Source: an optimization exercise on an open RTL-to-GDS flow (aim: small area, a short achievable clock period and few clock cycles). Production flows keep margins and buffers that such runs may drop. In this exercise RTL edits were held to simulation tests only and were not proved equivalent to the original. Power and IR drop assume default switching activity.

===== design.v =====
`timescale 1ns / 1ps
`default_nettype none
package mns_pkg;
	localparam int CFG_IW = 3;
	localparam int CFG_DW = 16;
	localparam logic [CFG_IW-1:0] REG_LOOP_ENABLE     = 3'd0;
	localparam logic [CFG_IW-1:0] REG_REVERSE_ORDER   = 3'd1;
	localparam logic [CFG_IW-1:0] REG_TRANSPOSE       = 3'd2;
	localparam logic [CFG_IW-1:0] REG_DUR_OFFSET      = 3'd3;
	localparam logic [CFG_IW-1:0] REG_PROGRAM_NUMBER  = 3'd4;
	localparam logic [CFG_IW-1:0] REG_CHANNEL_VOLUME  = 3'd5;
	localparam logic [CFG_IW-1:0] REG_BANK_NUMBER     = 3'd6;
	localparam logic [CFG_IW-1:0] REG_SEQUENCE_LENGTH = 3'd7;
	localparam logic [1:0] CMD_TICK  = 2'd0;
	localparam logic [1:0] CMD_LOAD  = 2'd1;
	localparam logic [1:0] CMD_START = 2'd2;
	localparam logic [1:0] CMD_STOP  = 2'd3;
	localparam int NSLOT  = 17;
	localparam int S_AOFF = 0;
	localparam int S_VOL  = 3;
	localparam int S_BANK = 6;
	localparam int S_PROG = 9;
	localparam int S_ON   = 11;
	localparam int S_OFF  = 14;
endpackage
`default_nettype wire
`timescale 1ns / 1ps
`default_nettype none
import mns_pkg::*;
module mns_front (
	input  wire logic                       clk,
	input  wire logic                       arst_n,
	input  wire logic                       take,
	input  wire logic [33:0]                request,
	input  wire logic                       cfg_we,
	input  wire logic [CFG_IW-1:0]          cfg_index,
	input  wire logic [CFG_DW-1:0]          cfg_wdata,
	output logic      [NSLOT-1:0]           take_bits,   
	output logic                            take_any,    
	output logic      [7:0]                 take_byte,   
	output logic      [NSLOT-1:0]           take_left,   
	output logic      [NSLOT-1:0]           add_bits,    
	output logic                            pend_q,
	output logic                            pend_d,
	output logic      [7:0]                 vol,
	output logic      [7:0]                 bank,
	output logic      [7:0]                 prog_m1,
	output logic      [7:0]                 note
);
	logic        loop_q;
	logic        rev_q;
	logic [7:0]  transpose_q;
	logic [15:0] offm1_q;       
	logic [7:0]  prog_q;
	logic [7:0]  vol_q;
	logic [7:0]  bank_q;
	logic [8:0]  len_q;
	logic        playing_q;
	logic        setup_q;
	logic        sounding_q;
	logic [8:0]  pos_q;
	logic [15:0] left_q;        
	logic [7:0]  note_q;
	logic [9:0]  rs_q;          
	logic [9:0]  lenm1_q;       
	logic [2:0]  age_q;         
	logic [7:0]  slot_q;        
	logic [15:0] ld_hi_q;
	logic [15:0] ld_lo_q;
	logic [23:0] ld_data_q;
	logic [23:0] ent;
	mns_table u_table (
		.clk   (clk),
		.whi   (ld_hi_q),
		.wlo   (ld_lo_q),
		.wdata (ld_data_q),
		.raddr (slot_q),
		.rdata (ent)
	);
	logic [1:0]  cmd;
	assign cmd = request[33:32];
	always_ff @(posedge clk or negedge arst_n) begin
		if (!arst_n) begin
			loop_q      <= 1'b0;
			rev_q       <= 1'b0;
			transpose_q <= 8'd0;
			offm1_q     <= 16'hFFFF;
			prog_q      <= 8'd0;
			vol_q       <= 8'd0;
			bank_q      <= 8'd0;
			len_q       <= 9'd1;
			lenm1_q     <= 10'd0;
		end else if (cfg_we) begin
			unique case (cfg_index)
				REG_LOOP_ENABLE:     loop_q      <= cfg_wdata[0];
				REG_REVERSE_ORDER:   rev_q       <= cfg_wdata[0];
				REG_TRANSPOSE:       transpose_q <= cfg_wdata[7:0];
				REG_DUR_OFFSET:      offm1_q     <= cfg_wdata[15:0] - 16'd1;
				REG_PROGRAM_NUMBER:  prog_q      <= cfg_wdata[7:0];
				REG_CHANNEL_VOLUME:  vol_q       <= cfg_wdata[7:0];
				REG_BANK_NUMBER:     bank_q      <= cfg_wdata[7:0];
				REG_SEQUENCE_LENGTH: begin
					len_q   <= cfg_wdata[8:0];
					lenm1_q <= {1'b0, cfg_wdata[8:0]} - 10'd1;
				end
				default: ;
			endcase
		end
	end
	assign vol     = vol_q;
	assign bank    = bank_q;
	assign prog_m1 = prog_q - 8'd1;
	assign note    = note_q;
	logic vol_ok;
	logic bank_ok;
	logic prog_ok;
	assign vol_ok  = !vol_q[7];
	assign bank_ok = !bank_q[7];
	assign prog_ok = !prog_m1[7];
	logic       at_end;
	logic       sel;          
	logic [8:0] pos_b;        
	logic [9:0] rs_b;         
	logic [8:0] pos_n;        
	logic [9:0] rs_n;
	logic       end_n;
	logic       stop_now;
	logic [7:0] s_zero;
	logic [7:0] s_cur;
	logic [7:0] s_nxt;
	always_comb begin
		at_end   = !sounding_q && (setup_q ? rs_q[9] : lenm1_q[9]);
		sel      = setup_q && !at_end;
		pos_b    = sel ? pos_q : 9'd0;
		rs_b     = sel ? rs_q : lenm1_q;
		pos_n    = sel ? (pos_q + 9'd1) : 9'd1;
		rs_n     = sel ? (rs_q - 10'd1) : (lenm1_q - 10'd1);
		end_n    = rs_n[9];
		stop_now = at_end && !loop_q;
		s_zero   = rev_q ? lenm1_q[7:0] : 8'd0;
		s_cur    = rev_q ? rs_b[7:0] : pos_b[7:0];
		s_nxt    = end_n ? s_zero : (rev_q ? rs_n[7:0] : pos_n[7:0]);
	end
	logic [7:0]  note_sum;
	logic        note_ok;
	logic [15:0] dsum;
	logic        dzero;
	logic        t_zero;
	logic [15:0] left_new;
	logic        ev_on;
	logic        ev_off;
	logic        ent_ok;
	logic [NSLOT-1:0] ev_bits;
	logic [15:0] dur;
	logic [15:0] zc;
	assign dur = ent[15:0];
	always_comb begin
		note_sum = ent[23:16] + transpose_q;
		note_ok  = !note_sum[7] && vol_ok;
		dsum     = dur + offm1_q;
		zc       = {(dur[14:0] | offm1_q[14:0]), 1'b0};
		dzero    = ((dur ^ offm1_q) == zc);
		t_zero   = sounding_q ? (left_q == 16'd1) : dzero;
		left_new = sounding_q ? (left_q - 16'd1) : dsum;
		ev_on    = !stop_now && !sounding_q && note_ok;
		ev_off   = !stop_now && t_zero && note_ok;
		ev_bits  = '0;
		ev_bits[S_ON]    = ev_on;
		ev_bits[S_ON+1]  = ev_on;
		ev_bits[S_ON+2]  = ev_on;
		ev_bits[S_OFF]   = ev_off;
		ev_bits[S_OFF+1] = ev_off;
		ev_bits[S_OFF+2] = ev_off;
		ent_ok   = age_q[2];
	end
	logic [NSLOT-1:0] setup_bits;
	logic [NSLOT-1:0] aoff_bits;
	logic             aoff;
	logic             setup_cc;     
	logic             setup_any;
	always_comb begin
		setup_bits = '0;
		setup_bits[S_VOL]    = !setup_q && vol_ok;
		setup_bits[S_VOL+1]  = !setup_q && vol_ok;
		setup_bits[S_VOL+2]  = !setup_q && vol_ok;
		setup_bits[S_BANK]   = !setup_q && bank_ok;
		setup_bits[S_BANK+1] = !setup_q && bank_ok;
		setup_bits[S_BANK+2] = !setup_q && bank_ok;
		setup_bits[S_PROG]   = !setup_q && prog_ok;
		setup_bits[S_PROG+1] = !setup_q && prog_ok;
		setup_cc  = !setup_q && (vol_ok || bank_ok);
		setup_any = !setup_q && (vol_ok || bank_ok || prog_ok);
		aoff = playing_q && sounding_q;
		aoff_bits = '0;
		aoff_bits[S_AOFF]   = aoff;
		aoff_bits[S_AOFF+1] = aoff;
		aoff_bits[S_AOFF+2] = aoff;
	end
	logic fire;       
	assign fire = pend_q && ent_ok;
	always_comb begin
		take_bits = '0;
		take_any  = 1'b0;
		take_byte = 8'hB0;
		take_left = '0;
		pend_d    = 1'b0;
		unique case (cmd)
			CMD_TICK: begin
				if (playing_q) begin
					take_bits = setup_bits | (ent_ok ? ev_bits : '0);
					take_any  = setup_any || (ent_ok && (ev_on || ev_off));
					take_left = take_bits;
					if (setup_cc) begin
						take_byte = 8'hB0;
						if (vol_ok) take_left[S_VOL]  = 1'b0;
						else        take_left[S_BANK] = 1'b0;
					end else if (setup_any) begin
						take_byte = 8'hC0;
						take_left[S_PROG] = 1'b0;
					end else if (ev_on) begin
						take_byte = 8'h90;
						take_left[S_ON] = 1'b0;
					end else begin
						take_byte = 8'h80;
						take_left[S_OFF] = 1'b0;
					end
					pend_d    = !ent_ok;
				end
			end
			CMD_LOAD: ;
			default: begin
				take_bits = aoff_bits;
				take_any  = aoff;
				take_left = aoff_bits;
				take_left[S_AOFF] = 1'b0;
			end
		endcase
		if (!take) begin
			pend_d = pend_q && !ent_ok;
		end
		add_bits = fire ? ev_bits : '0;
	end
	logic tick_eval;
	logic tick_take;
	logic [7:0] slot_d;
	logic [2:0] age_d;
	assign tick_take = take && (cmd == CMD_TICK) && playing_q;
	assign tick_eval = (tick_take && ent_ok) || fire;
	logic age_hit;     
	always_comb begin
		slot_d  = s_cur;
		age_hit = 1'b0;
		if (take && ((cmd == CMD_START) || (cmd == CMD_STOP))) begin
			slot_d  = s_zero;
			age_hit = 1'b1;
		end else if (tick_eval && stop_now) begin
			slot_d  = s_zero;
			age_hit = 1'b1;
		end else if (tick_eval && t_zero) begin
			slot_d  = s_nxt;
			age_hit = 1'b1;
		end
		if (take && (cmd == CMD_LOAD)) begin
			age_hit = 1'b1;
		end
		age_d = age_q[2] ? 3'd4 : (age_q + 3'd1);
		if (age_hit && (age_q >= 3'd1)) begin
			age_d = 3'd2;
		end
		if (cfg_we) begin
			age_d = 3'd0;
		end
	end
	always_ff @(posedge clk or negedge arst_n) begin
		if (!arst_n) begin
			playing_q  <= 1'b0;
			setup_q    <= 1'b0;
			sounding_q <= 1'b0;
			pos_q      <= 9'd0;
			pend_q     <= 1'b0;
			age_q      <= 3'd0;
			ld_hi_q    <= 16'd0;
		end else begin
			pend_q <= pend_d;
			for (int h = 0; h < 16; h++) begin
				ld_hi_q[h] <= take && (cmd == CMD_LOAD) && (request[31:28] == 4'(h));
			end
			age_q  <= age_d;
			if (take && (cmd == CMD_START)) begin
				playing_q  <= 1'b1;
				setup_q    <= 1'b0;
				sounding_q <= 1'b0;
				pos_q      <= 9'd0;
			end else if (take && (cmd == CMD_STOP)) begin
				playing_q  <= 1'b0;
				setup_q    <= 1'b0;
				sounding_q <= 1'b0;
			end else begin
				if (tick_take && !setup_q) begin
					setup_q <= 1'b1;
					pos_q   <= 9'd0;
				end
				if (tick_eval) begin
					if (stop_now) begin
						playing_q  <= 1'b0;
						setup_q    <= 1'b0;
						sounding_q <= 1'b0;
					end else begin
						setup_q    <= 1'b1;
						sounding_q <= !t_zero;
						pos_q      <= t_zero ? pos_n : pos_b;
					end
				end
			end
		end
	end
	always_ff @(posedge clk) begin
		if (tick_eval && !stop_now) begin
			note_q <= note_sum;
			left_q <= left_new;
		end
		for (int l = 0; l < 16; l++) begin
			ld_lo_q[l] <= (request[27:24] == 4'(l));
		end
		ld_data_q <= request[23:0];
		slot_q    <= slot_d;
		if (take && (cmd == CMD_START)) begin
			rs_q <= lenm1_q;
		end else if (tick_eval && !stop_now) begin
			rs_q <= t_zero ? rs_n : rs_b;
		end else if (tick_take && !setup_q) begin
			rs_q <= lenm1_q;
		end else begin
			rs_q <= {1'b0, len_q} + ~{1'b0, pos_q};
		end
	end
endmodule
`default_nettype wire
`timescale 1ns / 1ps
`default_nettype none
module mns_aoi3 (
	input  wire logic [2:0] s,
	input  wire logic [2:0] d,
	output logic            y
);
	assign y = !((s[0] && d[0]) || (s[1] && d[1]) || (s[2] && d[2]));
endmodule
module mns_nand4 (
	input  wire logic [3:0] a,
	output logic            y
);
	assign y = !(&a);
endmodule
module mns_nand2 (
	input  wire logic [1:0] a,
	output logic            y
);
	assign y = !(&a);
endmodule
module mns_nor4 (
	input  wire logic [3:0] a,
	output logic            y
);
	assign y = !(|a);
endmodule
module mns_nor2 (
	input  wire logic [1:0] a,
	output logic            y
);
	assign y = !(|a);
endmodule
module mns_table (
	input  wire logic        clk,
	input  wire logic [15:0] whi,     
	input  wire logic [15:0] wlo,     
	input  wire logic [23:0] wdata,
	input  wire logic [7:0]  raddr,
	output logic      [23:0] rdata
);
	logic [255:0][23:0] mem_q;
	logic [255:0]       rsel_q;
	logic [255:0]       wsel;
	logic [23:0][85:0]  t1_n;      
	logic [23:0][21:0]  t2;        
	logic [23:0][5:0]   t3_n;      
	logic [23:0][5:0]   part_n_q;
	always_comb begin
		for (int r = 0; r < 256; r++) begin
			wsel[r] = whi[r / 16] && wlo[r % 16];
		end
		for (int c = 0; c < 24; c++) begin
			rdata[c] = !(&part_n_q[c]);
		end
	end
	for (genvar c = 0; c < 24; c++) begin : g_col
		for (genvar g = 0; g < 85; g++) begin : g_t1
			mns_aoi3 u_aoi (
				.s (rsel_q[3*g+2:3*g]),
				.d ({mem_q[3*g+2][c], mem_q[3*g+1][c], mem_q[3*g][c]}),
				.y (t1_n[c][g])
			);
		end
		assign t1_n[c][85] = !(rsel_q[255] && mem_q[255][c]);
		for (genvar g = 0; g < 21; g++) begin : g_t2
			mns_nand4 u_nand (
				.a (t1_n[c][4*g+3:4*g]),
				.y (t2[c][g])
			);
		end
		mns_nand2 u_nand_l (
			.a (t1_n[c][85:84]),
			.y (t2[c][21])
		);
		for (genvar g = 0; g < 5; g++) begin : g_t3
			mns_nor4 u_nor (
				.a (t2[c][4*g+3:4*g]),
				.y (t3_n[c][g])
			);
		end
		mns_nor2 u_nor_l (
			.a (t2[c][21:20]),
			.y (t3_n[c][5])
		);
	end
	always_ff @(posedge clk) begin
		for (int r = 0; r < 256; r++) begin
			if (wsel[r]) begin
				mem_q[r] <= wdata;
			end
			rsel_q[r] <= (raddr == 8'(r));
		end
		part_n_q <= t3_n;
	end
endmodule
`default_nettype wire
`timescale 1ns / 1ps
`default_nettype none
import mns_pkg::*;
module mns_tx (
	input  wire logic             clk,
	input  wire logic             arst_n,
	input  wire logic             take,         
	input  wire logic             take_any,     
	input  wire logic [7:0]       take_byte,    
	input  wire logic [NSLOT-1:0] take_left,    
	input  wire logic [NSLOT-1:0] add_bits,     
	input  wire logic             pend_q,       
	input  wire logic             pend_d,
	input  wire logic [7:0]       vol,
	input  wire logic [7:0]       bank,
	input  wire logic [7:0]       prog_m1,
	input  wire logic [7:0]       note,
	output logic                  busy,
	output logic                  strobe,
	output logic [8:0]            result
);
	logic [NSLOT-1:0] left_q;
	logic [NSLOT-1:0] h_low;
	logic [7:0]       t_byte;
	logic [7:0]       h_byte;
	logic             h_stall;
	logic [NSLOT-1:0] h_left;
	logic [NSLOT-1:0] t_left;
	logic             h_busy;
	logic             t_busy;
	logic             busy_q;
	function automatic logic [7:0] slot_byte(input logic [NSLOT-1:0] s,
		input logic [7:0] vol_v, input logic [7:0] bank_v,
		input logic [7:0] prog_v, input logic [7:0] note_v);
		logic [7:0] b;
		b = 8'h00;
		if (s[S_AOFF] | s[S_VOL] | s[S_BANK]) b = b | 8'hB0;
		if (s[S_AOFF+1])                      b = b | 8'h7B;
		if (s[S_VOL+1])                       b = b | 8'h07;
		if (s[S_VOL+2] | s[S_ON+2] | s[S_OFF+2]) b = b | vol_v;
		if (s[S_BANK+2])                      b = b | bank_v;
		if (s[S_PROG])                        b = b | 8'hC0;
		if (s[S_PROG+1])                      b = b | prog_v;
		if (s[S_ON])                          b = b | 8'h90;
		if (s[S_OFF])                         b = b | 8'h80;
		if (s[S_ON+1] | s[S_OFF+1])           b = b | note_v;
		slot_byte = b;
	endfunction
	assign t_byte = take_byte;
	assign t_left = take_left;
	assign t_busy = take_any || pend_d;
	assign h_low   = left_q & (~left_q + 1'b1);
	assign h_byte  = slot_byte(h_low, vol, bank, prog_m1, note);
	assign h_stall = pend_q && ((left_q & ~h_low) == '0);
	assign h_left  = (h_stall ? left_q : (left_q & ~h_low)) | add_bits;
	assign h_busy  = (h_left != '0) || pend_d;
	assign busy = busy_q;
	always_ff @(posedge clk or negedge arst_n) begin
		if (!arst_n) begin
			left_q <= '0;
			strobe <= 1'b0;
			busy_q <= 1'b0;
		end else if (take) begin
			left_q <= t_left;
			strobe <= take_any;
			busy_q <= t_busy;
		end else begin
			left_q <= h_left;
			strobe <= (left_q != '0) && !h_stall;
			busy_q <= h_busy;
		end
	end
	always_ff @(posedge clk) begin
		if (take) begin
			result <= {t_byte, 1'b0};
		end else begin
			result <= {h_byte, !pend_q && ((left_q & ~h_low) == '0)};
		end
	end
endmodule
`default_nettype wire
`timescale 1ns / 1ps
`default_nettype none
import mns_pkg::*;
module midi_note_sequencer (
	input  wire logic                       clk,
	input  wire logic                       arst_n,
	input  wire logic                       start,
	output logic                            busy,
	input  wire logic [33:0]                request,
	output logic                            strobe,
	output logic [8:0]                      result,
	input  wire logic                       cfg_we,
	input  wire logic [mns_pkg::CFG_IW-1:0] cfg_index,
	input  wire logic [mns_pkg::CFG_DW-1:0] cfg_wdata
);
	logic             take;
	logic [NSLOT-1:0] take_bits;
	logic [NSLOT-1:0] take_left;
	logic             take_any;
	logic [7:0]       take_byte;
	logic [NSLOT-1:0] add_bits;
	logic             pend_q;
	logic             pend_d;
	logic [7:0]       vol;
	logic [7:0]       bank;
	logic [7:0]       prog_m1;
	logic [7:0]       note;
	assign take = start && !busy;
	mns_front u_front (
		.clk       (clk),
		.arst_n    (arst_n),
		.take      (take),
		.request   (request),
		.cfg_we    (cfg_we),
		.cfg_index (cfg_index),
		.cfg_wdata (cfg_wdata),
		.take_bits (take_bits),
		.take_any  (take_any),
		.take_byte (take_byte),
		.take_left (take_left),
		.add_bits  (add_bits),
		.pend_q    (pend_q),
		.pend_d    (pend_d),
		.vol       (vol),
		.bank      (bank),
		.prog_m1   (prog_m1),
		.note      (note)
	);
	mns_tx u_tx (
		.clk       (clk),
		.arst_n    (arst_n),
		.take      (take),
		.take_any  (take_any),
		.take_byte (take_byte),
		.take_left (take_left),
		.add_bits  (add_bits),
		.pend_q    (pend_q),
		.pend_d    (pend_d),
		.vol       (vol),
		.bank      (bank),
		.prog_m1   (prog_m1),
		.note      (note),
		.busy      (busy),
		.strobe    (strobe),
		.result    (result)
	);
endmodule
`default_nettype wire

===== run.sh =====
#!/bin/bash
# synth_recipe.tcl (not shown) runs the flow's synth.tcl, then flattens the netlist and writes it again
# the make line also repeats each setting of config.mk as NAME=value (left out here)
make -C /OpenROAD-flow-scripts/flow DESIGN_CONFIG=/design/flow/config.mk WORK_HOME=/design/flow/orfs CLKGATE_MAP_FILE= SYNTH_SCRIPT=/design/flow/synth_recipe.tcl finish

===== config.mk =====
export PLATFORM = sky130hd
export DESIGN_NAME = midi_note_sequencer
export DESIGN_NICKNAME = midi_note_sequencer
export VERILOG_FILES = /design/flow/design.v
export SDC_FILE = /design/flow/constraint.sdc
export NUM_CORES = 4
export LEC_CHECK = 0
export CAP_MARGIN = 20
export CORE_MARGIN = 2
export CORE_UTILIZATION = 42
export CTS_BUF_LIST = sky130_fd_sc_hd__clkbuf_16
export CTS_CLUSTER_DIAMETER = 100
export CTS_CLUSTER_SIZE = 25
export PLACE_DENSITY = 0.5
export SETUP_SLACK_MARGIN = 4.7
export SLEW_MARGIN = 20
export SYNTH_HIERARCHICAL = 1
export SYNTH_MEMORY_MAX_BITS = 8192
export SYNTH_MINIMUM_KEEP_SIZE = 0

===== constraint.sdc =====
create_clock -name core_clock -period 8.0 [get_ports {clk}]
set_input_delay 1.6000 -clock core_clock [delete_from_list [all_inputs] [get_ports {clk}]]
set_output_delay 1.6000 -clock core_clock [all_outputs]
set_load 0.01 [all_outputs]

==> results_dict.tcl, run 1 <==
set metrics [dict create \
    status "complete, no violations" \
    rows 273 \
    r2r_end "u_tx.busy_q$_DFF_PN0_" \
    hold_end "u_front.age_q[0]$_DFF_PN0_" \
    start_kind "flip-flop" \
    dieArea_mm2 0.562 \
    fin_tns_setup_ns 0 \
    via_per_inst 6.51 \
    hpwl_um 439000 \
    fin_nets 12192 \
    critPathKind "reg -> reg" \
    cts_sinks 6755 \
    die_w_um 750 \
    antenna_left 0 \
    cts_tree "yes" \
    grt_pass1_wl_um 1020000 \
    switching_share_pct 23.0 \
    yosysWarnings 9 \
    path_max_fanout 5 \
    rr_startpoint "u_front.u_table.part_n_q[101]$_DFF_P_" \
    drive_gt1_share_pct 11.7 \
    cts-root-buf "clkbuf_16" \
    synth_cells 11282 \
    tightest_slew_ns 1.38 \
    min_period_ns 3.61 \
    wire_per_inst_um 37.9 \
    combPwrFrac_pct 6.6 \
    overflow 0 \
    arrival_ns 4.52 \
    power_density_mw_per_mm2 239 \
    nFillCells 46134 \
    most-common-layout-cells "6170 x edfxtp_1, 2042 x a222oi_1, 548 x buf_4, 516 x nand4_1, 413 x dfxtp_1" \
    slew_viol_final 0 \
    period_share_pct 45.1 \
    rr_worst_depth 18 \
    drtPass1Iterations 13 \
    drt_iter0_drc 25522 \
    tritoncts.num_buffers 316 \
    setup_violations 0 \
    clkTransAtPathRegs_ns 0.11 \
    grt_antenna_before_repair 98 \
    crit_required_ns 8.91 \
    gr-usage-all-layers_pct 25.9 \
    worstSkewPairLatency_ns 1.03 \
    rsz0062_at_grt "true" \
    p_sw_mw 14.2 \
    wl_um 754000 \
    gp_congestion 0.832 \
    pwr-share-seq_pct 63.4 \
    h-tree-depth 5 \
    end_kind "flip-flop" \
    areaGrowthSynthToFinish_pct 10.6 \
    intPower_mw 47.5 \
    grt_max_degree 166 \
    start_util_pct 42.2 \
    clkPwrFrac_pct 30.0 \
    slew_headroom_pct 8.31 \
    synth_area_mm2 0.234 \
    hp-class "reg -> reg" \
    hold_start "u_front.age_q[0]$_DFF_PN0_" \
    ctsHoldBuffers 0 \
    hold-path-cell-count 1 \
    p_leak_nw 79.6 \
    grt_pass1_vias 121891 \
    worst-r2r-setup-slack_ns 4.39 \
    die_y_um 750 \
    vias 129524 \
    fp.coreArea_mm2 0.554 \
    cts_buffer_depth 4 \
    port_buffers 67 \
    fmax_mhz 277 \
    hold_viol 0 \
    max_cap_viol_count 0 \
    drc 0 \
    postLayoutCoreUtil_pct 46.7 \
    syn_area_per_cell_um2 20.7 \
    clock_skew_ns 0.0531 \
    vdd_drop_max_mv 0.238 \
    io_pins 68 \
    layout_commonest_cell "edfxtp_1" \
]
-- sequential cells by signal (all words and copies together), names as in the netlist, 10 cells and up --
register	count
u_front.u_table.rsel_q	256
u_front.left_q	16
u_front.u_table.mem_q	6144
u_front.rs_q	10
u_front.ld_data_q	24
u_front.ld_lo_q	16
u_front.ld_hi_q	16
u_front.lenm1_q	10
u_front.u_table.part_n_q	144
u_tx.left_q	17
u_front.offm1_q	16
-- worst max-delay path by stage --
stage / start / endpoint / slack, ns / cells past startpoint
2_1_floorplan: u_front.u_table.part_n_q[105]$_DFF_P_ / u_tx.busy_q$_DFF_PN0_ / 4.57 / 19
3_3_place_gp: start / u_front.rs_q[9]$_DFFE_PP_ / 3.28 / 11
3_5_place_dp: start / u_front.rs_q[9]$_DFFE_PP_ / 3.21 / 11
4_1_cts: u_front.u_table.part_n_q[107]$_DFF_P_ / u_tx.busy_q$_DFF_PN0_ / 4.35 / 18
5_1_grt: u_front.u_table.part_n_q[101]$_DFF_P_ / u_tx.busy_q$_DFF_PN0_ / 4.12 / 18
6_report: u_front.u_table.part_n_q[101]$_DFF_P_ / u_tx.busy_q$_DFF_PN0_ / 4.39 / 18
-- power by group through the flow --
stage | Combinational [mW] | Clock [mW] | Sequential (mW)
global route | 4.29 | 20.0 | 39.2
detailed placement | 3.69 | 0 | 39.9
global placement | 3.66 | 0 | 39.9
floorplan | 1.53 | 0 | 40.0
finish | 4.08 | 18.5 | 39.1
CTS | 3.87 | 18.9 | 39.1
-- worst max-delay path, stage by stage, from the launching register on --
cell      delay, ns
dfxtp_1        0.34
and4_1         0.19
nand3_1        0.13
ha_2           0.22
a21o_1         0.19
a21oi_2        0.17
nor2b_1        0.06
o21a_1         0.18
o41a_1         0.44
xnor2_2        0.23
or3b_4         0.19
nor2_4         0.05
nor4_2         0.13
nand4_1        0.13
a221oi_2       0.20
nand4b_1       0.13
a21oi_1        0.15
nand4b_1       0.11
o31a_1         0.25
-- timing repair --
| item | CTS | global route |
|---|---|---|
| pin swaps | 22 | 22 |
| setup buffers | 15 | 15 |
| gates cloned | 2 | 1 |
| resized for setup | 106 | 67 |
| setup endpoints to repair | 49 | 45 |
| hold endpoints to repair | 0 | 0 |
-- per-stage QoR --
step	total power, mW	worst slack [ns]	area (um2)	hold WS, ns	std cells
after floorplan	41.5	4.57	234000	0.445	11298
after global placement	43.6	3.28	248000	0.460	19143
after detailed placement	43.6	3.21	248000	0.486	19145
after CTS	61.9	4.35	258000	0.501	19715
after global routing	63.5	4.12	258000	0.519	19762
final	61.7	4.39	258000	0.495	19885
-- cell type report --
type | count | area [um2] | area share [%]
flip-flops and latches | 6755 | 198000 | 76.5
multi-input cells | 4285 | 36100 | 14.0
repair inverters | 1 | 7.51 | 0.00291
diodes | 147 | 368 | 0.142
clock buffers | 322 | 8060 | 3.12
clock inverters | 231 | 1300 | 0.502
repair buffers | 643 | 5230 | 2.03
inverters | 76 | 289 | 0.112
well taps | 7425 | 9290 | 3.59
-- per-layer routing --
layer  routed length (um)  vias up  track usage, %
met2               351000     7383            40.7
met3                76100      810            4.44
met5                  310        -               0
met4                21600       36            7.52
met1               305000    68982            37.3
li1                     -    52313               -
Testbench counts, summed over its fixed seeds: cycles 11,884.
==> inputs of run 2 (changes only) <==
--- a/design.v
+++ b/design.v
@@ -152,14 +152,20 @@
 	logic        ent_ok;
 	logic [NSLOT-1:0] ev_bits;
 	logic [15:0] dur;
-	logic [15:0] zc;
 	assign dur = ent[15:0];
+	logic [7:0]  xnote_q;
+	logic [15:0] xdsum_q;
+	logic        xdzero_q;
+	always_ff @(posedge clk) begin
+		xnote_q  <= ent[23:16] + transpose_q;
+		xdsum_q  <= dur + offm1_q;
+		xdzero_q <= ((dur ^ offm1_q) == {(dur[14:0] | offm1_q[14:0]), 1'b0});
+	end
 	always_comb begin
-		note_sum = ent[23:16] + transpose_q;
-		note_ok  = !note_sum[7] && vol_ok;
-		dsum     = dur + offm1_q;
-		zc       = {(dur[14:0] | offm1_q[14:0]), 1'b0};
-		dzero    = ((dur ^ offm1_q) == zc);
+		note_sum = xnote_q;
+		note_ok  = !xnote_q[7] && vol_ok;
+		dsum     = xdsum_q;
+		dzero    = xdzero_q;
 		t_zero   = sounding_q ? (left_q == 16'd1) : dzero;
 		left_new = sounding_q ? (left_q - 16'd1) : dsum;
 		ev_on    = !stop_now && !sounding_q && note_ok;
@@ -246,25 +252,29 @@
 	logic [2:0] age_d;
 	assign tick_take = take && (cmd == CMD_TICK) && playing_q;
 	assign tick_eval = (tick_take && ent_ok) || fire;
-	logic age_hit;     
+	logic row_hit;     
+	logic ld_hit;      
+	logic [2:0] age_inc;
 	always_comb begin
 		slot_d  = s_cur;
-		age_hit = 1'b0;
+		row_hit = 1'b0;
+		ld_hit  = take && (cmd == CMD_LOAD);
 		if (take && ((cmd == CMD_START) || (cmd == CMD_STOP))) begin
 			slot_d  = s_zero;
-			age_hit = 1'b1;
+			row_hit = 1'b1;
 		end else if (tick_eval && stop_now) begin
 			slot_d  = s_zero;
-			age_hit = 1'b1;
+			row_hit = 1'b1;
 		end else if (tick_eval && t_zero) begin
 			slot_d  = s_nxt;
-			age_hit = 1'b1;
+			row_hit = 1'b1;
 		end
-		if (take && (cmd == CMD_LOAD)) begin
-			age_hit = 1'b1;
+		age_inc = age_q[2] ? 3'd4 : (age_q + 3'd1);
+		age_d   = age_inc;
+		if (ld_hit && (age_inc > 3'd1)) begin
+			age_d = 3'd1;
 		end
-		age_d = age_q[2] ? 3'd4 : (age_q + 3'd1);
-		if (age_hit && (age_q >= 3'd1)) begin
+		if (row_hit && (age_inc > 3'd2)) begin
 			age_d = 3'd2;
 		end
 		if (cfg_we) begin
@@ -357,12 +367,6 @@
 );
 	assign y = !(&a);
 endmodule
-module mns_nor4 (
-	input  wire logic [3:0] a,
-	output logic            y
-);
-	assign y = !(|a);
-endmodule
 module mns_nor2 (
 	input  wire logic [1:0] a,
 	output logic            y
@@ -378,29 +382,31 @@
 	output logic      [23:0] rdata
 );
 	logic [255:0][23:0] mem_q;
-	logic [255:0]       rsel_q;
+	logic [255:0]       rsel;
 	logic [255:0]       wsel;
 	logic [23:0][85:0]  t1_n;      
 	logic [23:0][21:0]  t2;        
-	logic [23:0][5:0]   t3_n;      
-	logic [23:0][5:0]   part_n_q;
+	logic [23:0][10:0]  t3_n;      
+	logic [23:0][4:0]   t4;        
+	logic [23:0][5:0]   part_q;    
 	always_comb begin
 		for (int r = 0; r < 256; r++) begin
 			wsel[r] = whi[r / 16] && wlo[r % 16];
+			rsel[r] = (raddr == 8'(r));
 		end
 		for (int c = 0; c < 24; c++) begin
-			rdata[c] = !(&part_n_q[c]);
+			rdata[c] = (|part_q[c][4:0]) || !part_q[c][5];
 		end
 	end
 	for (genvar c = 0; c < 24; c++) begin : g_col
 		for (genvar g = 0; g < 85; g++) begin : g_t1
 			mns_aoi3 u_aoi (
-				.s (rsel_q[3*g+2:3*g]),
+				.s (rsel[3*g+2:3*g]),
 				.d ({mem_q[3*g+2][c], mem_q[3*g+1][c], mem_q[3*g][c]}),
 				.y (t1_n[c][g])
 			);
 		end
-		assign t1_n[c][85] = !(rsel_q[255] && mem_q[255][c]);
+		assign t1_n[c][85] = !(rsel[255] && mem_q[255][c]);
 		for (genvar g = 0; g < 21; g++) begin : g_t2
 			mns_nand4 u_nand (
 				.a (t1_n[c][4*g+3:4*g]),
@@ -411,25 +417,28 @@
 			.a (t1_n[c][85:84]),
 			.y (t2[c][21])
 		);
-		for (genvar g = 0; g < 5; g++) begin : g_t3
-			mns_nor4 u_nor (
-				.a (t2[c][4*g+3:4*g]),
+		for (genvar g = 0; g < 11; g++) begin : g_t3
+			mns_nor2 u_nor (
+				.a (t2[c][2*g+1:2*g]),
 				.y (t3_n[c][g])
 			);
 		end
-		mns_nor2 u_nor_l (
-			.a (t2[c][21:20]),
-			.y (t3_n[c][5])
-		);
+		for (genvar g = 0; g < 5; g++) begin : g_t4
+			mns_nand2 u_nand (
+				.a (t3_n[c][2*g+1:2*g]),
+				.y (t4[c][g])
+			);
+		end
 	end
 	always_ff @(posedge clk) begin
 		for (int r = 0; r < 256; r++) begin
 			if (wsel[r]) begin
 				mem_q[r] <= wdata;
 			end
-			rsel_q[r] <= (raddr == 8'(r));
 		end
-		part_n_q <= t3_n;
+		for (int c = 0; c < 24; c++) begin
+			part_q[c] <= {t3_n[c][10], t4[c]};
+		end
 	end
 endmodule
 `default_nettype wire
==> results_dict.tcl, run 2 <==
set metrics [dict create \
    status "complete, no violations" \
    most-common-layout-cells "6170 x edfxtp_1, 2041 x a222oi_1, 516 x nand4_1, 490 x buf_4, 377 x nor2_1" \
    period_share_pct 42.5 \
    clkTransAtPathRegs_ns 0.10 \
    hold_viol 0 \
    synth_cells 11293 \
    grt_max_degree 207 \
    path_common_cell "buf_4" \
    wl_um 738000 \
    end_kind "flip-flop" \
    yosysWarnings 9 \
    nFillCells 45374 \
    vias 128476 \
    antenna_left 0 \
    cts_tree "yes" \
    cts_buffer_depth 4 \
    grt_antenna_before_repair 84 \
    layout_commonest_cell "edfxtp_1" \
    die_w_um 742 \
    fin_nets 12200 \
    die_y_um 742 \
    path_max_fanout 24 \
    vdd_drop_max_mv 0.176 \
    slowest_stage "a222oi_1" \
    postPlaceCellArea_mm2 0.243 \
    rows 271 \
    final_area_mm2 0.254 \
    overflow 0 \
    ctsHoldBuffers 0 \
    postLayoutCoreUtil_pct 46.7 \
    pwr-share-seq_pct 62.9 \
    max_cap_viol_count 0 \
    h-tree-depth 5 \
    setup_violations 0 \
    hold_slack_ns 0.414 \
    tightest_slew_ns 1.29 \
    cts_sinks 6524 \
    dieArea_mm2 0.551 \
    drtPass1Iterations 11 \
    switching_share_pct 23.9 \
    gp_congestion 0.836 \
    drc 0 \
    port_buffers 67 \
    place_inst 18929 \
    intPower_mw 46.4 \
    top_regs "u_front.u_table.mem_q: 6144 flops, u_front.u_table.part_q: 144 flops, u_front.ld_data_q: 24 flops" \
    gr-usage-all-layers_pct 25.8 \
    start_util_pct 42.1 \
    fin_cells 19590 \
    clock_skew_ns 0.0775 \
    arrival_ns 4.27 \
    grt_pass1_wl_um 997000 \
    cpPeakStageDelay_ns 0.63 \
    via_per_inst 6.56 \
    fin_tns_setup_ns 0 \
    areaGrowthSynthToFinish_pct 10.9 \
    largest-register "u_front.u_table.mem_q" \
    tritoncts.num_buffers 305 \
    crit_required_ns 8.87 \
    hp-class "reg -> reg" \
    slew_headroom_pct 14.2 \
    hpwl_um 426000 \
    drive_gt1_share_pct 12.3 \
    grt_pass1_vias 121099 \
    min_period_ns 3.40 \
    combPwrFrac_pct 8.0 \
    rsz0062_at_grt "true" \
    largest_reg_flops 6144 \
    clkPwrFrac_pct 29.1 \
    p_leak_nw 77.8 \
    fp.coreArea_mm2 0.544 \
    start_kind "flip-flop" \
    synth_area_mm2 0.229 \
    power_density_mw_per_mm2 240 \
    cts-root-buf "clkbuf_16" \
    path_cells "buf_4 > nand4b_1 > buf_6 > nor2_2 > buf_4 > a222oi_1 > nand4_1 > nor2_1 > nand2_1" \
    slew_viol_final 0 \
    io_pins 68 \
    wire_per_inst_um 37.7 \
    syn_area_per_cell_um2 20.3 \
    fmax_mhz 294 \
    p_sw_mw 14.6 \
    drt_iter0_drc 26884 \
    worstSkewPairLatency_ns 1.03 \
    critPathKind "reg -> reg" \
]
-- run 2: power by group through the flow --
stage | Combinational (mW) | Sequential (mW) | Clock, mW
4_1_cts | 4.74 | 38.4 | 18.1
6_report | 4.87 | 38.4 | 17.8
5_1_grt | 5.10 | 38.4 | 19.2
3_3_place_gp | 4.28 | 39.1 | 0
3_5_place_dp | 4.47 | 39.1 | 0
2_1_floorplan | 1.89 | 38.8 | 0
-- run 2: cell type report --
| cell class | instances | area, um2 | share of cell area [%] |
|---|---|---|---|
| well taps | 7234 | 9050 | 3.56 |
| diodes | 82 | 205 | 0.0808 |
| clock inverters | 181 | 1010 | 0.399 |
| inverters | 80 | 304 | 0.120 |
| repair inverters | 1 | 5.00 | 0.00197 |
| flip-flops and latches | 6524 | 193000 | 76.0 |
| clock buffers | 313 | 7830 | 3.08 |
| multi-input cells | 4545 | 36800 | 14.5 |
| repair buffers | 630 | 5610 | 2.21 |
-- run 2: through the flow --
step                worst slack [ns]  power (mW)
finish                          4.60        61.0
global route                    4.58        62.7
CTS                             4.63        61.3
detailed placement              3.01        43.6
global placement                2.92        43.4
floorplan                       4.34        40.7
-- run 2: layer usage --
metal / track usage (%) / wire, um / up-vias
met3: 4.82 / 77600 / 841
met5: 0 / 164 / -
li1: - / - / 52104
met4: 7.06 / 22400 / 26
met1: 37.0 / 296000 / 68123
met2: 40.6 / 342000 / 7382
-- run 2: critical path, delay by kind of cell, from the launching register on --
kind                   cells  cell delay [ns]
flip-flops                 1             0.35
AO/OA/AOI/OAI              1             0.63
AND/OR/NAND/NOR            5             1.39
buffers and inverters      3             0.84
-- run 2: worst paths after layout --
path | from | end | slack (ns) | depth (start not counted)
worst max-delay path | u_front.slot_q[5]$_DFF_P_ | u_front.u_table.part_q[76]$_DFF_P_ | 4.60 | 9
worst min-delay path | u_front.xnote_q[2]$_DFF_P_ | u_front.note_q[2]$_DFFE_PP_ | 0.41 | 0
worst max register to register | u_front.slot_q[5]$_DFF_P_ | u_front.u_table.part_q[76]$_DFF_P_ | 4.60 | 9
worst min register to register | u_front.xnote_q[2]$_DFF_P_ | u_front.note_q[2]$_DFFE_PP_ | 0.41 | 0
max in group asynchronous | arst_n | u_front.lenm1_q[6]$_DFFE_PN0P_ | 6.32 | 2
min in group asynchronous | arst_n | u_front.pos_q[7]$_DFFE_PN0P_ | 0.51 | 1
-- run 2: repair_timing --
action	in CTS	in global routing
pin swaps	44	26
setup buffers	41	13
resized for setup	186	54
endpoints found under the hold margin	0	0
cloned	19	8
endpoints found under the setup margin	188	91
Testbench counts of run 2, summed over its fixed seeds: cycles 11,884.
==> inputs of run 3 (changes only) <==
--- a/design.v
+++ b/design.v
@@ -64,7 +64,8 @@
 	logic [9:0]  rs_q;          
 	logic [9:0]  lenm1_q;       
 	logic [2:0]  age_q;         
-	logic [7:0]  slot_q;        
+	logic [15:0] slot_hi_q;     
+	logic [15:0] slot_lo_q;     
 	logic [15:0] ld_hi_q;
 	logic [15:0] ld_lo_q;
 	logic [23:0] ld_data_q;
@@ -74,7 +75,8 @@
 		.whi   (ld_hi_q),
 		.wlo   (ld_lo_q),
 		.wdata (ld_data_q),
-		.raddr (slot_q),
+		.rhi   (slot_hi_q),
+		.rlo   (slot_lo_q),
 		.rdata (ent)
 	);
 	logic [1:0]  cmd;
@@ -248,26 +250,33 @@
 	end
 	logic tick_eval;
 	logic tick_take;
-	logic [7:0] slot_d;
 	logic [2:0] age_d;
 	assign tick_take = take && (cmd == CMD_TICK) && playing_q;
 	assign tick_eval = (tick_take && ent_ok) || fire;
 	logic row_hit;     
 	logic ld_hit;      
 	logic [2:0] age_inc;
+	logic sel_zero;
+	logic sel_nxt;
+	logic [15:0] hi_d;
+	logic [15:0] lo_d;
 	always_comb begin
-		slot_d  = s_cur;
-		row_hit = 1'b0;
-		ld_hit  = take && (cmd == CMD_LOAD);
-		if (take && ((cmd == CMD_START) || (cmd == CMD_STOP))) begin
-			slot_d  = s_zero;
-			row_hit = 1'b1;
-		end else if (tick_eval && stop_now) begin
-			slot_d  = s_zero;
-			row_hit = 1'b1;
-		end else if (tick_eval && t_zero) begin
-			slot_d  = s_nxt;
-			row_hit = 1'b1;
+		sel_zero = (take && ((cmd == CMD_START) || (cmd == CMD_STOP))) ||
+		           (tick_eval && stop_now);
+		sel_nxt  = tick_eval && t_zero;
+		row_hit  = sel_zero || sel_nxt;
+		ld_hit   = take && (cmd == CMD_LOAD);
+		for (int h = 0; h < 16; h++) begin
+			if (sel_zero) begin
+				hi_d[h] = (s_zero[7:4] == 4'(h));
+				lo_d[h] = (s_zero[3:0] == 4'(h));
+			end else if (sel_nxt) begin
+				hi_d[h] = (s_nxt[7:4] == 4'(h));
+				lo_d[h] = (s_nxt[3:0] == 4'(h));
+			end else begin
+				hi_d[h] = (s_cur[7:4] == 4'(h));
+				lo_d[h] = (s_cur[3:0] == 4'(h));
+			end
 		end
 		age_inc = age_q[2] ? 3'd4 : (age_q + 3'd1);
 		age_d   = age_inc;
@@ -333,7 +342,8 @@
 			ld_lo_q[l] <= (request[27:24] == 4'(l));
 		end
 		ld_data_q <= request[23:0];
-		slot_q    <= slot_d;
+		slot_hi_q <= hi_d;
+		slot_lo_q <= lo_d;
 		if (take && (cmd == CMD_START)) begin
 			rs_q <= lenm1_q;
 		end else if (tick_eval && !stop_now) begin
@@ -378,7 +388,8 @@
 	input  wire logic [15:0] whi,     
 	input  wire logic [15:0] wlo,     
 	input  wire logic [23:0] wdata,
-	input  wire logic [7:0]  raddr,
+	input  wire logic [15:0] rhi,     
+	input  wire logic [15:0] rlo,     
 	output logic      [23:0] rdata
 );
 	logic [255:0][23:0] mem_q;
@@ -392,7 +403,7 @@
 	always_comb begin
 		for (int r = 0; r < 256; r++) begin
 			wsel[r] = whi[r / 16] && wlo[r % 16];
-			rsel[r] = (raddr == 8'(r));
+			rsel[r] = rhi[r / 16] && rlo[r % 16];
 		end
 		for (int c = 0; c < 24; c++) begin
 			rdata[c] = (|part_q[c][4:0]) || !part_q[c][5];
--- a/config.mk
+++ b/config.mk
@@ -7,11 +7,11 @@
 export LEC_CHECK = 0
 export CAP_MARGIN = 20
 export CORE_MARGIN = 2
-export CORE_UTILIZATION = 42
+export CORE_UTILIZATION = 50
 export CTS_BUF_LIST = sky130_fd_sc_hd__clkbuf_16
 export CTS_CLUSTER_DIAMETER = 100
 export CTS_CLUSTER_SIZE = 25
-export PLACE_DENSITY = 0.5
+export PLACE_DENSITY = 0.6
 export SETUP_SLACK_MARGIN = 4.7
 export SLEW_MARGIN = 20
 export SYNTH_HIERARCHICAL = 1
==> results_dict.tcl, run 3 <==
set metrics [dict create \
    status "complete, no violations" \
    arrival_ns 4.19 \
    io_pins 68 \
    critPathKind "reg -> reg" \
    cp_top_family "simple AND/OR/NAND/NOR gates" \
    overflow 0 \
    fin_tns_setup_ns 0 \
    p_leak_nw 78.4 \
    most-common-layout-cells "6170 x edfxtp_1, 2041 x a222oi_1, 541 x buf_4, 519 x nand4_1, 413 x and2_1" \
    path_cells "buf_4 > and2_1 > buf_4 > a222oi_1 > nand4_1 > nor2_1 > nand2_1" \
    yosysWarnings 9 \
    grt_pass1_vias 121652 \
    cts_tree "yes" \
    gp_congestion 0.850 \
    via_per_inst 6.94 \
    fp.coreArea_mm2 0.459 \
    end_kind "flip-flop" \
    gr-usage-all-layers_pct 28.5 \
    grt_antenna_before_repair 92 \
    drt_iter0_drc 29451 \
    cts_sinks 6548 \
    timing.final.ws_setup_ns 4.59 \
    die_w_um 682 \
    layout_commonest_cell "edfxtp_1" \
    drtPass1Iterations 10 \
    largest-register "u_front.u_table.mem_q" \
    areaGrowthSynthToFinish_pct 9.67 \
    crit_required_ns 8.78 \
    grt_pass1_wl_um 937000 \
    rows 249 \
    drive_gt1_share_pct 10.2 \
    pre_cts_slack_ns 2.64 \
    start_kind "flip-flop" \
    path_max_fanout 24 \
    rsz0062_at_grt "true" \
    antenna_left 0 \
    tritoncts.num_buffers 305 \
    vias 129535 \
    setup_violations 0 \
    dieArea_mm2 0.466 \
    tightest_slew_ns 1.23 \
    hp-class "reg -> reg" \
    hpwl_um 398000 \
    drc 0 \
    slew_headroom_pct 17.7 \
    min_period_ns 3.41 \
    slowest_stage "nor2_1" \
    start_util_pct 50.1 \
    largest_reg_flops 6144 \
    port_buffers 67 \
    cts_buffer_depth 4 \
    critical_path_buf_inv_count 2 \
    cts-root-buf "clkbuf_16" \
    fmax_mhz 293 \
    wl_um 683000 \
    cpPeakStageDelay_ns 0.62 \
    clock_skew_ns 0.0974 \
    period_share_pct 42.6 \
    wire_per_inst_um 36.6 \
    synth_area_mm2 0.230 \
    synth_cells 11361 \
    total_power_mw 59.5 \
    syn_area_per_cell_um2 20.3 \
    h-tree-depth 5 \
    power_density_mw_per_mm2 236 \
    grt_max_degree 199 \
    vdd_drop_max_mv 0.177 \
    max_cap_viol_count 0 \
    path_common_cell "buf_4" \
    hold_viol 0 \
    die_y_um 682 \
    top_regs "u_front.u_table.mem_q: 6144 flops, u_front.u_table.part_q: 144 flops, u_front.ld_data_q: 24 flops" \
    slew_viol_final 0 \
    worstSkewPairLatency_ns 1.03 \
    fin_nets 12254 \
    clkTransAtPathRegs_ns 0.09 \
]
## run 3: cell type report
| class | instances | area (um2) |
|---|---|---|
| Sequential cell | 6548 | 194000 |
| Tap cell | 6149 | 7690 |
| Inverter | 83 | 338 |
| Timing Repair inverter | 1 | 8.76 |
| Clock inverter | 181 | 991 |
| Antenna cell | 193 | 483 |
| Timing Repair Buffer | 619 | 4930 |
| Fill cell | 34843 | 207000 |
| Multi-Input combinational cell | 4583 | 36400 |
| Clock buffer | 316 | 7910 |
## run 3: what timing repair did
item                                    in CTS  in global routing
buffers inserted                             5                 16
cloned                                       3                  1
endpoints found under the setup margin     101                 57
pin swaps                                    4                 11
resized for setup                           63                 51
hold buffers                                 0                  0
## run 3: final timing paths
path | slack (ns) | to | start | cells past startpoint
max reg2reg | 4.59 | u_front.u_table.part_q[104]$_DFF_P_ | u_front.slot_lo_q[12]$_DFF_P_ | 7
min in group asynchronous | 0.56 | u_front.vol_q[6]$_DFFE_PN0P_ | arst_n | 1
max | 4.59 | u_front.u_table.part_q[104]$_DFF_P_ | u_front.slot_lo_q[12]$_DFF_P_ | 7
max in group asynchronous | 5.94 | u_front.lenm1_q[3]$_DFFE_PN0P_ | arst_n | 2
min | 0.41 | u_front.note_q[0]$_DFFE_PP_ | u_front.xnote_q[0]$_DFF_P_ | 0
min reg2reg | 0.41 | u_front.note_q[0]$_DFFE_PP_ | u_front.xnote_q[0]$_DFF_P_ | 0
## run 3: through the flow
step / hold slack (ns) / std cells / util, % / instance area (um2)
floorplan: 0.386 / 11377 / - / 231000
global placement: 0.392 / 17956 / 52.8 / 242000
detailed placement: 0.391 / 17958 / 52.8 / 242000
CTS: 0.409 / 18463 / 54.8 / 252000
global route: 0.434 / 18514 / 54.9 / 252000
finish: 0.411 / 18673 / 55.0 / 252000
## run 3: power by group
part | internal (mW) | leakage [nW] | switching (mW)
clock | 7.31 | 4.88 | 10.4
combinational | 1.02 | 14.5 | 2.51
sequential | 37.8 | 59.0 | 0.561
total | 46.1 | 78.4 | 13.4
## run 3: per-layer routing
layer  global-route usage, %  share of wire [%]  vias to the layer above
li1                        -                  -                    52429
met1                    40.2                 38                    67091
met2                    44.6                 47                     9001
met3                    5.91                 12                      996
met4                    9.69                3.3                       18
met5                       0              0.021                        -
Testbench counts of run 3, summed over its fixed seeds: cycles 11,884.
==> inputs of run 4 (changes only) <==
--- a/config.mk
+++ b/config.mk
@@ -12,7 +12,7 @@
 export CTS_CLUSTER_DIAMETER = 100
 export CTS_CLUSTER_SIZE = 25
 export PLACE_DENSITY = 0.6
-export SETUP_SLACK_MARGIN = 4.7
+export SETUP_SLACK_MARGIN = 5.0
 export SLEW_MARGIN = 20
 export SYNTH_HIERARCHICAL = 1
 export SYNTH_MEMORY_MAX_BITS = 8192
==> results_dict.tcl, run 4 <==
set metrics [dict create \
    slew_viol_final 0 \
    cts_tree "yes" \
    violatedChecks "antenna violations" \
    period_share_pct 40.1 \
    hpwl_um 395000 \
    crit_required_ns 8.91 \
    path_common_cell "nand4b_1" \
    cts_buffer_depth 4 \
    ctsHoldBuffers 0 \
    tightest_slew_ns 1.32 \
    synth_area_mm2 0.230 \
    min_period_ns 3.21 \
    die_y_um 682 \
    worst-r2r-setup-slack_ns 4.79 \
    rr_worst_depth 11 \
    rows 249 \
    postLayoutCoreUtil_pct 55.2 \
    arrival_ns 4.12 \
    die_w_um 682 \
    clock_skew_ns 0.0530 \
    hold_slack_ns 0.413 \
    gp_congestion 0.856 \
    max_cap_viol_count 0 \
    setup_violations 0 \
    fin_cells 18749 \
    timing.final.ws_setup_ns 4.79 \
    wl_um 684000 \
    areaGrowthSynthToFinish_pct 10.1 \
    most-common-layout-cells "6170 x edfxtp_1, 2041 x a222oi_1, 575 x buf_4, 519 x nand4_1, 407 x and2_1" \
    largest-register "u_front.u_table.mem_q" \
    h-tree-depth 5 \
    fmax_mhz 312 \
    critPathKind "reg -> reg" \
    worstSkewPairLatency_ns 1.03 \
    dieArea_mm2 0.466 \
    drive_gt1_share_pct 11.5 \
    path_max_fanout 13 \
    rsz0062_at_grt "true" \
    grt_max_degree 196 \
    grt_pass1_wl_um 933000 \
    place_inst 17953 \
    yosysWarnings 9 \
    overflow 0 \
    gr-usage-all-layers_pct 28.4 \
    cts-root-buf "clkbuf_16" \
    fp.coreArea_mm2 0.459 \
    status "finished with violations" \
    io_pins 68 \
    cpPeakStageDelay_ns 0.63 \
    cts_sinks 6548 \
    hold_viol 0 \
    layout_commonest_cell "edfxtp_1" \
    tritoncts.num_buffers 305 \
    start_kind "flip-flop" \
    largest_reg_flops 6144 \
    fin_nets 12310 \
    grt_antenna_before_repair 97 \
    power_density_mw_per_mm2 235 \
    synth_cells 11361 \
    via_per_inst 6.93 \
    path_cells "mux2i_1 > nor3_2 > or4_4 > nor2_4 > nor4_1 > nand4_1 > a221oi_1 > nand4b_1 > a21oi_1 > nand4b_1 > o31a_1" \
    syn_area_per_cell_um2 20.3 \
    antenna_left 1 \
    clkTransAtPathRegs_ns 0.10 \
    grt_pass1_vias 120709 \
    slew_headroom_pct 11.9 \
    wire_per_inst_um 36.5 \
    slowest_stage "dfrtp_2" \
    p_leak_nw 78.9 \
    end_kind "flip-flop" \
    pre_cts_slack_ns 3.09 \
    hp-class "reg -> reg" \
    vdd_drop_max_mv 0.211 \
    port_buffers 67 \
    fin_tns_setup_ns 0 \
    vias 129968 \
    drtPass1Iterations 10 \
    hold-path-cell-count 0 \
    top_regs "u_front.u_table.mem_q: 6144 flops, u_front.u_table.part_q: 144 flops, u_front.ld_data_q: 24 flops" \
    drt_iter0_drc 28301 \
    drc 0 \
    start_util_pct 50.1 \
]
## run 4: final cells by class
class / count / area [um2]
fill: 34757 / 206000
sequential: 6548 / 194000
multi-input combinational: 4585 / 36800
clock buffer: 310 / 7760
tap: 6149 / 7690
timing repair buffer: 673 / 5510
clock inverter: 195 / 1050
antenna: 205 / 513
inverter: 83 / 328
timing repair inverter: 1 / 8.76
## run 4: per-layer routing
metal	vias to the layer above	global-route usage, %	wire (um)
met2	8652	43.6	316000
met5	-	0.302	96
met4	14	10.1	22400
met3	915	6.34	81600
li1	52581	-	-
met1	67806	40.3	263000
## run 4: per-stage QoR
stage	power [mW]	instance area, um2
5_1_grt	61.1	253000
3_5_place_dp	42.5	242000
3_3_place_gp	42.4	242000
4_1_cts	59.7	252000
2_1_floorplan	40.5	230000
6_report	59.6	253000
## run 4: worst paths after layout
path,start,endpoint
min in group asynchronous,arst_n,u_front.pos_q[6]$_DFFE_PN0P_
hold / removal,u_front.xnote_q[6]$_DFF_P_,u_front.note_q[6]$_DFFE_PP_
setup reg to reg,u_front.setup_q$_DFFE_PN0P_,u_tx.busy_q$_DFF_PN0_
hold reg to reg,u_front.xnote_q[6]$_DFF_P_,u_front.note_q[6]$_DFFE_PP_
max in group asynchronous,arst_n,u_front.lenm1_q[7]$_DFFE_PN0P_
setup / recovery,u_front.setup_q$_DFFE_PN0P_,u_tx.busy_q$_DFF_PN0_
## run 4: report_power, final
part	internal [mW]	total (mW)	switching, mW
Clock	7.23	17.6	10.3
Combinational	1.11	3.74	2.63
Sequential	37.8	38.3	0.566
Total	46.1	59.6	13.5
## run 4: critical path: cells and delay by family (launching register included)
family	cells	cell delay (ns)
AO/OA/AOI/OAI	3	0.68
AND/OR/NAND/NOR	7	1.62
multiplexers	1	0.15
flip-flops	1	0.63
## run 4: what timing repair did
action,in CTS,in global routing
pin swaps,20,33
endpoints found under the setup margin,249,229
setup buffers,30,46
gates cloned,6,2
gates resized for setup,212,92
==> inputs of run 5 (changes only) <==
--- a/config.mk
+++ b/config.mk
@@ -7,11 +7,11 @@
 export LEC_CHECK = 0
 export CAP_MARGIN = 20
 export CORE_MARGIN = 2
-export CORE_UTILIZATION = 50
+export CORE_UTILIZATION = 60
 export CTS_BUF_LIST = sky130_fd_sc_hd__clkbuf_16
 export CTS_CLUSTER_DIAMETER = 100
 export CTS_CLUSTER_SIZE = 25
-export PLACE_DENSITY = 0.6
+export PLACE_DENSITY = 0.7
 export SETUP_SLACK_MARGIN = 5.0
 export SLEW_MARGIN = 20
 export SYNTH_HIERARCHICAL = 1
==> results_dict.tcl, run 5 <==
set metrics [dict create \
    die_y_um 623 \
    cts-root-buf "clkbuf_16" \
    gp_congestion 0.895 \
    cpPeakStageDelay_ns 0.45 \
    hold_viol 0 \
    cp_top_family "flip-flops" \
    min_period_ns 3.17 \
    wire_per_inst_um 37.3 \
    grt_pass1_vias 121639 \
    period_share_pct 39.7 \
    port_buffers 67 \
    largest_reg_flops 6144 \
    clock_skew_ns 0.0532 \
    die_w_um 623 \
    max_cap_viol_count 0 \
    via_per_inst 7.49 \
    p_sw_mw 13.4 \
    final_area_mm2 0.252 \
    path_max_fanout 2 \
    rows 227 \
    arrival_ns 1.57 \
    start_kind "flip-flop" \
    cts_sinks 6548 \
    vdd_drop_max_mv 0.211 \
    synth_area_mm2 0.230 \
    hp-class "reg -> reg" \
    violatedChecks "antenna violations" \
    switching_share_pct 22.6 \
    tightest_slew_ns 1.26 \
    postPlaceCellArea_mm2 0.241 \
    yosysWarnings 9 \
    most-common-layout-cells "6170 x edfxtp_1, 2041 x a222oi_1, 532 x buf_4, 519 x nand4_1, 390 x and2_1" \
    worstSkewPairLatency_ns 0.99 \
    hold_slack_ns 0.406 \
    start_util_pct 60.2 \
    path_cells "buf_6" \
    drc 0 \
    multi_input_area_mm2 0.0370 \
    synth_cells 11361 \
    end_kind "primary output" \
    grt_util_met2_pct 49.2 \
    areaGrowthSynthToFinish_pct 9.43 \
    grt_util_met1_pct 47.0 \
    drt_iter0_drc 32809 \
    vias 131887 \
    drtPass1Iterations 14 \
    largest-register "u_front.u_table.mem_q" \
    dieArea_mm2 0.388 \
    top_regs "u_front.u_table.mem_q: 6144 flops, u_front.u_table.part_q: 144 flops, u_front.ld_data_q: 24 flops" \
    status "finished with violations" \
    antenna_left 2 \
    fin_tns_setup_ns 0 \
    nFillCells 24488 \
    hpwl_um 378000 \
    fin_nets 12267 \
    fmax_mhz 315 \
    tritoncts.num_buffers 304 \
    layout_commonest_cell "edfxtp_1" \
    power_density_mw_per_mm2 237 \
    overflow 0 \
    fp.coreArea_mm2 0.382 \
    clkPwrFrac_pct 29.1 \
    grt_max_degree 209 \
    slew_viol_final 0 \
    syn_area_per_cell_um2 20.3 \
    combPwrFrac_pct 6.5 \
    grtUsageMet3_pct 7.66 \
    cts_buffer_depth 4 \
    io_pins 68 \
    wl_um 656000 \
    regArea_mm2 0.194 \
    pwr-share-seq_pct 64.3 \
    h-tree-depth 5 \
    critPathKind "reg -> out" \
    drive_gt1_share_pct 11.3 \
    p_leak_nw 78.7 \
    slew_headroom_pct 16.2 \
    cts_tree "yes" \
    grt_antenna_before_repair 75 \
    critical_path_buf_inv_count 1 \
    grt_pass1_wl_um 906000 \
    setup_violations 0 \
    slowest_stage "dfrtp_2" \
    top_usage_layer "met2" \
    rsz0062_at_grt "true" \
    intPower_mw 46.1 \
    clkTransAtPathRegs_ns 0.10 \
    crit_required_ns 6.40 \
    gr-usage-all-layers_pct 32.8 \
]
[run 5: path summary, 6_finish.rpt]
check / startpoint / end / slack [ns] / cells past startpoint
max: u_tx.busy_q$_DFF_PN0_ / busy / 4.83 / 1
min: u_front.xnote_q[0]$_DFF_P_ / u_front.note_q[0]$_DFFE_PP_ / 0.41 / 0
max reg2reg: u_front.slot_lo_q[1]$_DFF_P_ / u_front.u_table.part_q[136]$_DFF_P_ / 4.85 / 8
min reg2reg: u_front.xnote_q[0]$_DFF_P_ / u_front.note_q[0]$_DFFE_PP_ / 0.41 / 0
max in group asynchronous: arst_n / u_front.lenm1_q[7]$_DFFE_PN0P_ / 6.28 / 2
min in group asynchronous: arst_n / u_front.prog_q[4]$_DFFE_PN0P_ / 0.52 / 1
[run 5: power by group through the flow]
stage / Clock, mW / Combinational [mW] / Sequential (mW)
after floorplan: 0 / 1.57 / 38.9
after global placement: 0 / 3.40 / 39.1
after detailed placement: 0 / 3.49 / 39.1
after CTS: 17.4 / 3.63 / 38.3
after global routing: 18.5 / 4.01 / 38.3
final: 17.3 / 3.90 / 38.3
[run 5: metal layers]
metal	up-vias	share of wire (%)	routed length (um)
met5	-	0.047	308
met1	67077	36	234000
met2	11056	46	299000
met4	12	4.3	27900
li1	52492	-	-
met3	1250	15	95200
[run 5: per-stage QoR]
| step | total power [mW] | util (%) | worst slack (ns) | instances |
|---|---|---|---|---|
| global placement | 42.5 | 63.0 | 3.04 | 16806 |
| finish | 59.6 | 65.9 | 4.83 | 17603 |
| global route | 60.9 | 65.8 | 4.74 | 17452 |
| CTS | 59.4 | 65.6 | 4.76 | 17354 |
| floorplan | 40.5 | - | 4.55 | 11377 |
| detailed placement | 42.6 | 63.0 | 3.00 | 16809 |
[run 5: repair_timing]
item / CTS / global route
resized for setup: 220 / 120
hold buffers: 0 / 0
setup endpoints to repair: 149 / 102
buffers inserted: 42 / 23
pin swaps: 29 / 30
cloned: 6 / 0
[run 5: area by class of cell]
cell class / count / share of cell area (%)
sequential: 6548 / 76.9
multi-input combinational: 4585 / 14.7
clock buffer: 314 / 3.12
tap: 5038 / 2.50
timing repair buffer: 631 / 2.09
clock inverter: 183 / 0.358
antenna: 220 / 0.219
inverter: 83 / 0.130
timing repair inverter: 1 / 0.00348
==> inputs of run 6 (changes only) <==
--- a/config.mk
+++ b/config.mk
@@ -12,7 +12,7 @@
 export CTS_CLUSTER_DIAMETER = 100
 export CTS_CLUSTER_SIZE = 25
 export PLACE_DENSITY = 0.7
-export SETUP_SLACK_MARGIN = 5.0
+export SETUP_SLACK_MARGIN = 4.8
 export SLEW_MARGIN = 20
 export SYNTH_HIERARCHICAL = 1
 export SYNTH_MEMORY_MAX_BITS = 8192
==> results_dict.tcl, run 6 <==
set metrics [dict create \
    hold_end "u_front.note_q[0]$_DFFE_PP_" \
    fin_cells 17530 \
    rows 227 \
    top_regs "u_front.u_table.mem_q: 6144 flops, u_front.u_table.part_q: 144 flops, u_front.ld_data_q: 24 flops" \
    status "finished with violations" \
    syn_area_per_cell_um2 20.3 \
    gp_congestion 0.894 \
    drive_gt1_share_pct 10.1 \
    yosysWarnings 9 \
    grtUsageMet3_pct 8.32 \
    multi_input_area_mm2 0.0366 \
    die_y_um 623 \
    clkTransAtPathRegs_ns 0.10 \
    postLayoutCoreUtil_pct 65.7 \
    port_buffers 67 \
    grt_util_met1_pct 45.9 \
    path_cells "and2_1 > buf_4 > a222oi_1 > nand4_1 > nor2_1 > nand2_1" \
    setup_violations 0 \
    hold_viol 0 \
    most-common-layout-cells "6170 x edfxtp_1, 2041 x a222oi_1, 525 x buf_4, 519 x nand4_1, 432 x and2_1" \
    gr-usage-all-layers_pct 32.9 \
    h-tree-depth 5 \
    via_per_inst 7.48 \
    end_kind "flip-flop" \
    power_density_mw_per_mm2 236 \
    vias 131167 \
    layout_commonest_cell "edfxtp_1" \
    hold-path-cell-count 0 \
    start_kind "flip-flop" \
    top_usage_layer "met2" \
    tritoncts.num_buffers 302 \
    place_inst 16827 \
    max_cap_viol_count 0 \
    regArea_mm2 0.194 \
    slowest_stage "dfxtp_1" \
    fmax_mhz 294 \
    largest-register "u_front.u_table.mem_q" \
    synth_area_mm2 0.230 \
    postPlaceCellArea_mm2 0.241 \
    largest_reg_flops 6144 \
    antenna_left 2 \
    io_pins 68 \
    hold_start "u_front.xnote_q[0]$_DFF_P_" \
    p_leak_nw 78.3 \
    overflow 0 \
    slew_headroom_pct 12.6 \
    crit_required_ns 8.77 \
    clock_skew_ns 0.0607 \
    die_w_um 623 \
    drc 0 \
    arrival_ns 4.17 \
    grt_max_degree 197 \
    hp-class "reg -> reg" \
    cts_buffer_depth 4 \
    violatedChecks "antenna violations" \
    fp.coreArea_mm2 0.382 \
    critPathKind "reg -> reg" \
    cpPeakStageDelay_ns 0.75 \
    cts_sinks 6548 \
    rsz0062_at_grt "true" \
    synth_cells 11361 \
    cts-root-buf "clkbuf_16" \
    areaGrowthSynthToFinish_pct 9.03 \
    period_share_pct 42.5 \
    hpwl_um 374000 \
    rr_worst_depth 6 \
    grt_util_met2_pct 49.7 \
    vdd_drop_max_mv 0.225 \
    grt_pass1_vias 121241 \
    tightest_slew_ns 1.31 \
    final_area_mm2 0.251 \
    worstSkewPairLatency_ns 1.00 \
    wl_um 657000 \
    fin_tns_setup_ns 0 \
    grt_pass1_wl_um 906000 \
    cts_tree "yes" \
    worst-r2r-setup-slack_ns 4.60 \
    rr_startpoint "u_front.slot_hi_q[13]$_DFF_P_" \
    grt_antenna_before_repair 73 \
    r2r_end "u_front.u_table.part_q[34]$_DFF_P_" \
    drtPass1Iterations 11 \
    nFillCells 24695 \
    min_period_ns 3.40 \
    start_util_pct 60.2 \
    dieArea_mm2 0.388 \
    fin_nets 12247 \
    wire_per_inst_um 37.5 \
    slew_viol_final 0 \
    drt_iter0_drc 31048 \
    path_max_fanout 18 \
]
==> run 6: area by class of cell <==
type	count	share of cell area, %
Timing Repair inverter	1	0.00349
Tap cell	5038	2.51
Clock buffer	310	3.09
Timing Repair Buffer	614	2.02
Clock inverter	162	0.310
Sequential cell	6548	77.2
Multi-Input combinational cell	4584	14.6
Antenna cell	190	0.190
Inverter	83	0.131
==> run 6: through the flow <==
| stage | total power [mW] | hold slack (ns) | setup WS (ns) |
|---|---|---|---|
| 6_report | 59.2 | 0.421 | 4.60 |
| 5_1_grt | 60.5 | 0.428 | 4.78 |
| 4_1_cts | 59.1 | 0.422 | 4.73 |
| 3_5_place_dp | 42.5 | 0.398 | 2.73 |
| 3_3_place_gp | 42.4 | 0.397 | 2.75 |
| 2_1_floorplan | 40.5 | 0.386 | 4.54 |
==> run 6: how the worst max path moves through the flow <==
stage,startpoint,to,slack [ns],cells after the start
finish,u_front.slot_hi_q[13]$_DFF_P_,u_front.u_table.part_q[34]$_DFF_P_,4.60,6
global route,u_tx.busy_q$_DFF_PN0_,busy,4.78,1
CTS,u_tx.busy_q$_DFF_PN0_,busy,4.73,1
detailed placement,start,u_front.rs_q[9]$_DFFE_PP_,2.73,11
global placement,start,u_front.rs_q[9]$_DFFE_PP_,2.75,11
floorplan,start,u_front.rs_q[9]$_DFFE_PP_,4.54,9
==> run 6: power by group <==
part	internal, mW	switching [mW]	leakage [nW]
sequential	37.8	0.569	59.0
clock	7.11	10.0	4.69
combinational	1.05	2.62	14.6
total	45.9	13.2	78.3
==> run 6: critical path, delay by kind of cell, from the launching register on <==
kind | cells | cell delay [ns]
and+or+nand+nor | 4 | 1.72
DFF | 1 | 0.75
AOI/OAI and AO/OA | 1 | 0.39
buffers and inverters | 1 | 0.30
==> run 6: per-layer routing <==
metal,vias up,part of all wire (%)
met5,-,0.042
met4,30,4.5
met3,1310,14
met2,10745,46
met1,66713,35
li1,52369,-
==> run 6: what timing repair did <==
action / 4_1_cts / 5_1_grt
resized for setup: 132 / 54
hold endpoints to repair: 0 / 0
pin swaps: 8 / 20
setup endpoints to repair: 107 / 70
buffers inserted: 16 / 14
cloned: 4 / 1
hold buffers: 0 / 0

-- what the ideal ports hide --
In the flow no input, the clock included, has a driving cell. The finished layouts below were timed again as built, in two steps.
Step 1: set_driving_cell puts a clkbuf_16 on clk and a buf_2 on each other input, an assumption about the parent block.
Step 2 adds t to the input delays and takes it off the output delays; t is the mean of the earliest and latest rising clock arrival at the registers after step 1. Input paths then give back, and output paths get back, about the clock's delay inside the block.
Three values: ideal ports, drivers, drivers and shift; two values: the first two.
run | t (ns) | setup slack, ns | pins driven straight from the clock port
run 1 | 1.129 | 4.392 / 4.392 / 3.735 | 1
run 2 | 1.112 | 4.603 / 4.603 / 3.730 | 1
run 3 | 1.117 | 4.591 / 4.591 / 3.735 | 1
run 4 | 1.122 | 4.794 / 4.714 / 3.940 | 1
run 5 | 1.097 | 4.828 / 4.694 / 4.038 | 1
run 6 | 1.080 | 4.597 / 4.597 / 3.823 | 1
For run 2, which loses most, drivers alone change the setup slack by 0.000 ns; drivers and shift together by -0.873 ns.
